Source: an optimization exercise on an open RTL-to-GDS flow (aim: small area, a short achievable clock period and few clock cycles per item). Production flows keep margins and buffers that such runs may drop. The RTL was checked by simulation tests, not by an equivalence proof against the original design. Power and IR drop assume default switching activity.

## flow/constraint.sdc

```tcl
create_clock -name core_clock -period 10.0 [get_ports {clk_i}]
set_input_delay 2.0000 -clock core_clock [delete_from_list [all_inputs] [get_ports {clk_i}]]
set_output_delay 2.0000 -clock core_clock [all_outputs]
set_load 0.01 [all_outputs]
```

## flow/run.sh

```bash
#!/bin/bash
# synth_recipe.tcl (not shown) runs the flow's synth.tcl, then flattens the netlist and writes it again
# the make line also repeats each setting of config.mk as NAME=value (left out here)
make -C /OpenROAD-flow-scripts/flow DESIGN_CONFIG=/design/flow/config.mk WORK_HOME=/design/flow/orfs CLKGATE_MAP_FILE= SYNTH_SCRIPT=/design/flow/synth_recipe.tcl finish
```

## flow/design.v

```verilog
`default_nettype none
package imbp_pkg;
  localparam int unsigned CFG_BITS     = 11;
  localparam int unsigned CFG_IDX_BITS = 2;
  localparam logic [CFG_IDX_BITS-1:0] REG_IMAGE_WIDTH  = 2'd0;
  localparam logic [CFG_IDX_BITS-1:0] REG_IMAGE_HEIGHT = 2'd1;
  localparam logic [CFG_BITS-1:0]     CFG_DIM_RESET    = 11'd1024;
  localparam int unsigned DEF_MAX_WIDTH  = 1024;
  localparam int unsigned DEF_MAX_HEIGHT = 1024;
  localparam int unsigned DEF_PIXEL_BITS = 8;
  localparam int unsigned PIX_PORT_BITS  = 8;
  localparam int unsigned ACC_BITS = 56;
  localparam int unsigned NUM_MOM  = 10;
  localparam int unsigned NUM_TERM = 5;
  localparam int unsigned W_M00 = 28;
  localparam int unsigned W_M1  = 37;
  localparam int unsigned W_M2  = 47;
  localparam int unsigned W_M11 = 46;
  localparam int unsigned W_M3  = 56;
  localparam int unsigned STEP_BITS = 4;
  localparam logic [STEP_BITS-1:0] STEP_PX   = 4'd0;
  localparam logic [STEP_BITS-1:0] STEP_PY   = 4'd1;
  localparam logic [STEP_BITS-1:0] STEP_PX2  = 4'd2;
  localparam logic [STEP_BITS-1:0] STEP_PXY  = 4'd3;
  localparam logic [STEP_BITS-1:0] STEP_PY2  = 4'd4;
  localparam logic [STEP_BITS-1:0] STEP_PX3  = 4'd5;
  localparam logic [STEP_BITS-1:0] STEP_PX2Y = 4'd6;
  localparam logic [STEP_BITS-1:0] STEP_PXY2 = 4'd7;
  localparam logic [STEP_BITS-1:0] STEP_PY3  = 4'd8;
  typedef logic [NUM_MOM-1:0][ACC_BITS-1:0] acc_arr_t;
  typedef struct packed {
    logic                 load;
    logic                 mul_en;
    logic [STEP_BITS-1:0] mul_sel;
    logic                 clear;
  } cmd_t;
  typedef struct packed {
    logic frame_end;
  } status_t;
endpackage
`default_nettype wire
`default_nettype none
import imbp_pkg::*;
module imbp_ctrl (
  input  logic    clk_i,
  input  logic    rst_ni,
  input  logic    start,
  input  imbp_pkg::status_t status_i,
  output imbp_pkg::cmd_t    cmd_o,
  output logic    busy,
  output logic    valid_o
);
  typedef enum logic [3:0] {
    ST_IDLE  = 4'b0001,
    ST_MUL   = 4'b0010,
    ST_DRAIN = 4'b0100,
    ST_DONE  = 4'b1000
  } state_e;
  state_e               state_q, state_d;
  logic [STEP_BITS-1:0] cnt_q, cnt_d;
  always_comb begin
    state_d       = state_q;
    cnt_d         = cnt_q;
    cmd_o         = '0;
    case (state_q)
      ST_IDLE: begin
        if (start) begin
          cmd_o.load = 1'b1;
          cnt_d      = STEP_PX;
          state_d    = ST_MUL;
        end
      end
      ST_MUL: begin
        cmd_o.mul_en  = 1'b1;
        cmd_o.mul_sel = cnt_q;
        if (cnt_q == STEP_PY3) begin
          state_d = ST_DRAIN;
        end else begin
          cnt_d = cnt_q + 4'd1;
        end
      end
      ST_DRAIN: begin
        state_d = status_i.frame_end ? ST_DONE : ST_IDLE;
      end
      ST_DONE: begin
        cmd_o.clear = 1'b1;
        state_d     = ST_IDLE;
      end
      default: state_d = ST_IDLE;
    endcase
  end
  always_ff @(posedge clk_i or negedge rst_ni) begin
    if (!rst_ni) begin
      state_q <= ST_IDLE;
      cnt_q   <= '0;
    end else begin
      state_q <= state_d;
      cnt_q   <= cnt_d;
    end
  end
  assign busy    = (state_q != ST_IDLE);
  assign valid_o = (state_q == ST_DONE);
endmodule
`default_nettype wire
`default_nettype none
import imbp_pkg::*;
module imbp_datapath #(
  parameter int unsigned MAX_WIDTH  = DEF_MAX_WIDTH,
  parameter int unsigned MAX_HEIGHT = DEF_MAX_HEIGHT,
  parameter int unsigned PIXEL_BITS = DEF_PIXEL_BITS
) (
  input  logic                    clk_i,
  input  logic                    rst_ni,
  input  imbp_pkg::cmd_t                    cmd_i,
  output imbp_pkg::status_t                 status_o,
  input  logic [PIX_PORT_BITS-1:0] pixel_i,
  input  logic                    cfg_we_i,
  input  logic [CFG_IDX_BITS-1:0] cfg_idx_i,
  input  logic [CFG_BITS-1:0]     cfg_wdata_i,
  output logic [NUM_MOM*ACC_BITS-1:0]    acc_o
);
  localparam int unsigned XW = (MAX_WIDTH  > 1) ? $clog2(MAX_WIDTH)  : 1;
  localparam int unsigned YW = (MAX_HEIGHT > 1) ? $clog2(MAX_HEIGHT) : 1;
  localparam int unsigned DW = (XW > YW) ? XW : YW;
  localparam int unsigned AW = PIXEL_BITS + 2 * DW;
  localparam int unsigned PW = AW + DW;
  localparam int unsigned DMW = (($clog2(MAX_WIDTH + 1) > $clog2(MAX_HEIGHT + 1)) ?
                                 $clog2(MAX_WIDTH + 1) : $clog2(MAX_HEIGHT + 1));
  localparam int unsigned DB  = (DMW > CFG_BITS) ? DMW : CFG_BITS;
  logic [CFG_BITS-1:0]   width_q, height_q;
  logic [DB-1:0]         eff_w, eff_h;
  logic [XW-1:0]         col_q;
  logic [YW-1:0]         row_q;
  logic                  last_col, last_row, frame_end_q;
  logic [PIXEL_BITS-1:0] p_q, p_in;
  logic [15:0]           pix_ext;
  logic [DW-1:0]         x_q, y_q, b_mux;
  logic [AW-1:0]         a_mux;
  logic [AW-1:0]         term_q [NUM_TERM];
  logic [PW-1:0]         prod_q;
  logic                  acc_en_q;
  logic [STEP_BITS-1:0]  sel_q, acc_idx;
  logic [ACC_BITS-1:0]   acc_q [NUM_MOM];
  logic                  cfg_hit, wipe;
  assign pix_ext = 16'(pixel_i);
  assign p_in    = pix_ext[PIXEL_BITS-1:0];
  always_comb begin
    if (width_q == '0)                          eff_w = DB'(1);
    else if (DB'(width_q) > DB'(MAX_WIDTH))     eff_w = DB'(MAX_WIDTH);
    else                                        eff_w = DB'(width_q);
    if (height_q == '0)                         eff_h = DB'(1);
    else if (DB'(height_q) > DB'(MAX_HEIGHT))   eff_h = DB'(MAX_HEIGHT);
    else                                        eff_h = DB'(height_q);
  end
  assign last_col = (DB'(col_q) + DB'(1)) >= eff_w;
  assign last_row = (DB'(row_q) + DB'(1)) >= eff_h;
  assign cfg_hit = cfg_we_i &&
                   ((cfg_idx_i == REG_IMAGE_WIDTH) || (cfg_idx_i == REG_IMAGE_HEIGHT));
  assign wipe    = cfg_hit || cmd_i.clear;
  always_ff @(posedge clk_i or negedge rst_ni) begin
    if (!rst_ni) begin
      width_q  <= CFG_DIM_RESET;
      height_q <= CFG_DIM_RESET;
    end else if (cfg_we_i) begin
      if (cfg_idx_i == REG_IMAGE_WIDTH)  width_q  <= cfg_wdata_i;
      if (cfg_idx_i == REG_IMAGE_HEIGHT) height_q <= cfg_wdata_i;
    end
  end
  always_ff @(posedge clk_i or negedge rst_ni) begin
    if (!rst_ni) begin
      col_q       <= '0;
      row_q       <= '0;
      frame_end_q <= 1'b0;
    end else if (cfg_hit) begin
      col_q <= '0;
      row_q <= '0;
    end else if (cmd_i.load) begin
      frame_end_q <= last_col & last_row;
      if (last_col) begin
        col_q <= '0;
        row_q <= last_row ? '0 : row_q + YW'(1);
      end else begin
        col_q <= col_q + XW'(1);
      end
    end
  end
  always_ff @(posedge clk_i) begin
    if (cmd_i.load) begin
      p_q <= p_in;
      x_q <= DW'(col_q);
      y_q <= DW'(row_q);
    end
  end
  always_comb begin
    a_mux = '0;
    b_mux = y_q;
    case (cmd_i.mul_sel)
      STEP_PX:   begin a_mux = AW'(p_q);   b_mux = x_q; end
      STEP_PY:   a_mux = AW'(p_q);
      STEP_PX2:  begin a_mux = term_q[0];  b_mux = x_q; end
      STEP_PXY:  a_mux = term_q[0];
      STEP_PY2:  a_mux = term_q[1];
      STEP_PX3:  begin a_mux = term_q[2];  b_mux = x_q; end
      STEP_PX2Y: a_mux = term_q[2];
      STEP_PXY2: a_mux = term_q[3];
      STEP_PY3:  a_mux = term_q[4];
      default:   a_mux = '0;
    endcase
  end
  always_ff @(posedge clk_i) begin
    if (cmd_i.mul_en) prod_q <= PW'(a_mux) * PW'(b_mux);
    sel_q <= cmd_i.mul_sel;
    if (acc_en_q && (sel_q < STEP_BITS'(NUM_TERM))) begin
      term_q[sel_q[2:0]] <= AW'(prod_q);
    end
  end
  always_ff @(posedge clk_i or negedge rst_ni) begin
    if (!rst_ni) acc_en_q <= 1'b0;
    else         acc_en_q <= cmd_i.mul_en;
  end
  assign acc_idx = sel_q + STEP_BITS'(1);
  for (genvar g = 0; g < NUM_MOM; g++) begin : g_acc
    always_ff @(posedge clk_i or negedge rst_ni) begin
      if (!rst_ni) begin
        acc_q[g] <= '0;
      end else if (wipe) begin
        acc_q[g] <= '0;
      end else begin
        if (g == 0 && cmd_i.load)              acc_q[g] <= acc_q[g] + ACC_BITS'(p_in);
        if (acc_en_q && acc_idx == STEP_BITS'(g)) acc_q[g] <= acc_q[g] + ACC_BITS'(prod_q);
      end
    end
  end
  assign status_o.frame_end = frame_end_q;
  for (genvar g = 0; g < NUM_MOM; g++) begin : g_acc_o
    assign acc_o[g*ACC_BITS +: ACC_BITS] = acc_q[g];
  end
endmodule
`default_nettype wire
`default_nettype none
import imbp_pkg::*;
module image_moments_by_projections #(
  parameter int unsigned MAX_WIDTH  = DEF_MAX_WIDTH,
  parameter int unsigned MAX_HEIGHT = DEF_MAX_HEIGHT,
  parameter int unsigned PIXEL_BITS = DEF_PIXEL_BITS
) (
  input  logic                     clk_i,
  input  logic                     rst_ni,
  input  logic                     start,
  output logic                     busy,
  input  logic [PIX_PORT_BITS-1:0] pixel_i,
  input  logic                     cfg_we_i,
  input  logic [CFG_IDX_BITS-1:0]  cfg_idx_i,
  input  logic [CFG_BITS-1:0]      cfg_wdata_i,
  output logic                     valid_o,
  output logic [W_M00-1:0]         m00_o,
  output logic [W_M1-1:0]          m10_o,
  output logic [W_M1-1:0]          m01_o,
  output logic [W_M2-1:0]          m20_o,
  output logic [W_M11-1:0]         m11_o,
  output logic [W_M2-1:0]          m02_o,
  output logic [W_M3-1:0]          m30_o,
  output logic [W_M3-1:0]          m21_o,
  output logic [W_M3-1:0]          m12_o,
  output logic [W_M3-1:0]          m03_o
);
  imbp_pkg::cmd_t     cmd;
  imbp_pkg::status_t  status;
  logic [NUM_MOM*ACC_BITS-1:0] acc;
  imbp_ctrl u_ctrl (
    .clk_i    (clk_i),
    .rst_ni   (rst_ni),
    .start    (start),
    .status_i (status),
    .cmd_o    (cmd),
    .busy     (busy),
    .valid_o  (valid_o)
  );
  imbp_datapath #(
    .MAX_WIDTH  (MAX_WIDTH),
    .MAX_HEIGHT (MAX_HEIGHT),
    .PIXEL_BITS (PIXEL_BITS)
  ) u_datapath (
    .clk_i       (clk_i),
    .rst_ni      (rst_ni),
    .cmd_i       (cmd),
    .status_o    (status),
    .pixel_i     (pixel_i),
    .cfg_we_i    (cfg_we_i),
    .cfg_idx_i   (cfg_idx_i),
    .cfg_wdata_i (cfg_wdata_i),
    .acc_o       (acc)
  );
  assign m00_o = acc[0*ACC_BITS +: W_M00];
  assign m10_o = acc[1*ACC_BITS +: W_M1];
  assign m01_o = acc[2*ACC_BITS +: W_M1];
  assign m20_o = acc[3*ACC_BITS +: W_M2];
  assign m11_o = acc[4*ACC_BITS +: W_M11];
  assign m02_o = acc[5*ACC_BITS +: W_M2];
  assign m30_o = acc[6*ACC_BITS +: W_M3];
  assign m21_o = acc[7*ACC_BITS +: W_M3];
  assign m12_o = acc[8*ACC_BITS +: W_M3];
  assign m03_o = acc[9*ACC_BITS +: W_M3];
endmodule
`default_nettype wire
```

## flow/config.mk

```make
export PLATFORM = sky130hd
export DESIGN_NAME = image_moments_by_projections
export DESIGN_NICKNAME = image_moments_by_projections
export VERILOG_FILES = /design/flow/design.v
export SDC_FILE = /design/flow/constraint.sdc
export NUM_CORES = 4
export LEC_CHECK = 0
export CAP_MARGIN = 20
export CORE_MARGIN = 2
export CORE_UTILIZATION = 40
export PLACE_DENSITY = 0.6
export SLEW_MARGIN = 20
```

==> run notes <==
==> path summary, 6_finish.rpt <==
path / start / to / slack (ns) / depth (start not counted)
max reg2reg: u_ctrl.state_q[3] / u_datapath.prod_q[37] / 1.21 / 28
max in group asynchronous: rst_ni / u_datapath.acc_q[4][40] / 6.56 / 3
min reg2reg: u_datapath.acc_q[0][19] / u_datapath.acc_q[0][19] / 0.52 / 2
max: u_ctrl.state_q[3] / u_datapath.prod_q[37] / 1.21 / 28
min in group asynchronous: rst_ni / u_datapath.acc_q[8][19] / 1.32 / 1
min: u_datapath.acc_q[0][19] / u_datapath.acc_q[0][19] / 0.52 / 2
==> worst max-delay path: cells and delay by family (launching register included) <==
family                     cells  cell delay, ns
muxes                          1            0.17
adders and majority gates      6            2.72
AOI/OAI and AO/OA              7            2.09
DFF                            1            0.42
and+or+nand+nor                9            2.26
buffers and inverters          5            0.84
==> where the power goes <==
group / switching (mW) / total (mW) / internal, mW
Combinational: 3.42 / 5.38 / 1.96
Clock: 1.43 / 3.71 / 2.28
Sequential: 0.211 / 3.64 / 3.43
==> cells in the final DEF, fill, tap and decap left out, drive strengths merged, types with 28 or more instances in the layout <==
master,netlist,final
a211o,28,28
a211oi,75,75
a21o,235,235
a21oi,648,648
a22o,40,40
a22oi,31,31
a31oi,53,53
and2,67,67
and3,77,77
buf,41,98
clkbuf,201,117
clkdlybuf4s50,0,491
dfrtp,515,515
edfxtp,206,206
fa,216,216
ha,464,464
inv,337,344
mux2,40,40
mux2i,45,45
nand2,996,996
nand2b,42,42
nand3,148,148
nand4,87,87
nor2,496,496
nor2b,44,44
nor3,87,87
nor4,32,32
o211ai,43,43
o21a,47,47
o21ai,289,289
o21bai,69,69
or3,53,53
xnor2,237,237
xor2,137,137
==> sequential cells by signal (all words and copies together), names as in the netlist <==
name                    flops
u_datapath.acc_en_q         1
u_datapath.width_q         11
u_datapath.col_q           10
u_datapath.row_q           10
u_datapath.prod_q          38
u_datapath.y_q             10
u_ctrl.cnt_q                4
u_datapath.p_q              8
u_datapath.term_q         140
u_datapath.sel_q            4
u_datapath.acc_q          466
u_datapath.height_q        11
u_datapath.x_q             10
u_ctrl.state_q              4
u_datapath.frame_end_q      1
==> routing by layer <==
layer	wire length [um]	vias up	share of wire
li1	-	23900	-
met1	90500	25600	0.43
met2	91300	2015	0.43
met3	19100	351	0.091
met4	10000	2	0.047
met5	13	-	0.000062
==> cell type report <==
type / count / share of cell area
antenna: 1 / 0.0000369
multi-input combinational: 5137 / 0.530
clock buffer: 117 / 0.0374
timing repair buffer: 589 / 0.0838
sequential: 728 / 0.284
inverter: 340 / 0.0188
tap: 1890 / 0.0349
clock inverter: 52 / 0.0113
==> cells by family after synthesis <==
kind of cell / Yosys count / share of synthesized area
AND/OR/NAND/NOR: 2221 / 0.175
AO/OA/AOI/OAI: 1777 / 0.201
flip-flops: 728 / 0.336
adder cells (fa/ha/maj): 680 / 0.177
buffers and inverters: 582 / 0.0385
XOR/XNOR: 374 / 0.0572
multiplexers: 85 / 0.0157
==> flow_summary.json <==
{
  "cp.arrival_ns": 9.22,
  "leakagePower_nw": 31.0,
  "hold_viol_final": 0,
  "fmax_mhz": 114,
  "multi_input_area_mm2": 0.0359,
  "worstSetupStartpointType": "register",
  "pin_count": 493,
  "antenna_left": 0,
  "critPathMaxStageDelay_ns": 0.78,
  "tightest_slew_ns": 1.09,
  "use_met2": 0.425,
  "outcome": "no timing/DRC/antenna violations",
  "synth-main-ff-cell": "dfrtp_1",
  "grt_busiest_layer": "met2",
  "grt_max_degree": 146,
  "post-dp-hpwl_mm": 151,
  "route.detailed.drc": 0,
  "ctsLongestPathBuffers": 3,
  "stdcell_area_mm2": 0.0678,
  "fin_crit_ns": 8.79,
  "placed_cell_area_mm2": 0.0645,
  "ir_drop_v": 0.000325,
  "total_power_mw": 12.7,
  "crit_slowest_cell": "a211oi_1",
  "clock_sinks": 728,
  "grt_pass1_wl_mm": 315,
  "path_common_cell": "fa_1",
  "finClkSkew_ns": 0.0302,
  "cts_resized": 0,
  "powerDensity_mw_per_mm2": 188,
  "crit_type": "register to register",
  "nets": 7592,
  "numPortBuffers": 492,
  "postCtsSetupRepairBufs": 0,
  "postSynthNetCount": 7152,
  "wl_mm": 211,
  "clock-root-buffer": "clkbuf_16",
  "final-seq-area_mm2": 0.0192,
  "critPathMaxFanout": 21,
  "setup_viol": 0,
  "yosys.area.top_type": "dfrtp_1",
  "synth_cells": 6447,
  "synth_top_cell_area_share": 0.225,
  "relSlewSlack": 0.273,
  "cts-htree-levels": 3,
  "worst_slack_ns": 1.21,
  "synth_commonest_cells": "nand2_1 (996), a21oi_1 (645), dfrtp_1 (515), nor2_1 (496), ha_1 (464)",
  "required_ns": 10.43,
  "fin_util": 0.478,
  "worstSkewPairLatency_ns": 0.72,
  "hold_buffers": 0,
  "die_w_um": 382,
  "seq_area_frac_synth": 0.336,
  "worstHoldPathType": "register to register",
  "antenna_found_initial": 17,
  "synth_area_mm2": 0.0573,
  "drt_iter0_drc": 4947,
  "via_per_inst": 5.86,
  "ys_seq_elements": 728,
  "synthMostInstantiatedCell": "nand2_1",
  "place_ws_ns": 1.40,
  "met3_usage": 0.0582,
  "gp_congestion": 0.929,
  "rsz0062_at_grt": "false",
  "grt_use_total": 0.282,
  "cts_tree": "yes",
  "syn_area_per_cell_um2": 8.88,
  "dr_total_vias": 51900,
  "grt_pass1_vias": 49400,
  "cts_buffers": 91,
  "synth.distinct_cells": 99,
  "core_mm2": 0.142,
  "die_y_um": 382,
  "drive_above_1_share": 0.0534,
  "start_util": 0.404,
  "fill_cells": 13500,
  "wl_per_cell_um": 23.8,
  "period_share": 0.879,
  "holdWs_ns": 0.521,
  "ys.warnings.count": 3,
  "tns_ns": 0,
  "grt_overflow": 0,
  "slew_viol_final": 0,
  "area_delta_synth_final_pct": 18.4,
  "instances_no_fill": 8854,
  "drtPass1Iterations": 8,
  "endpoint_kind": "register",
  "synth-edff-count": 206,
  "drv_cap": 0,
  "synthTopCellsByArea": "dfrtp_1 (23%), edfxtp_1 (11%), ha_1 (10%)",
  "dpl.cell_count": 8684,
  "synthArstFlopShare": 0.712,
  "grtUsageMet1": 0.392,
  "num_rows": 138,
  "cts.clk_slew.worst_paths_ns": 0.06,
  "die_area_mm2": 0.146
}
Testbench counts, summed over its fixed seeds: cycles 434,139, pixels 39,465.

==> what the ideal ports hide <==
In the flow no input, the clock included, has a driving cell. The finished layout below was timed again as built, in two steps.
Step 1 sets driving cells, clkbuf_16 on the clock port and buf_2 on the other inputs (assumed; they add their load-dependent delay and slew).
Step 2, shift: input delay + t, output delay - t, t = (earliest + latest rising clock arrival at the registers) / 2. This alone moves slack from input paths to output paths.
a / b / c = ideal / step 1 / step 2; a / b = the first two.
shift t [ns]: 0.780
setup WS [ns]: 1.210 / 1.210 / 1.210
worst setup path after step 2: register to register
clock arrival spread, ns: 0.030 / 0.030
worst data-port slew with drivers (ns): 0.11
After both steps this run still meets setup and hold. The setup slack of this run moves by 0.000 ns with the drivers and by 0.000 ns with both steps.
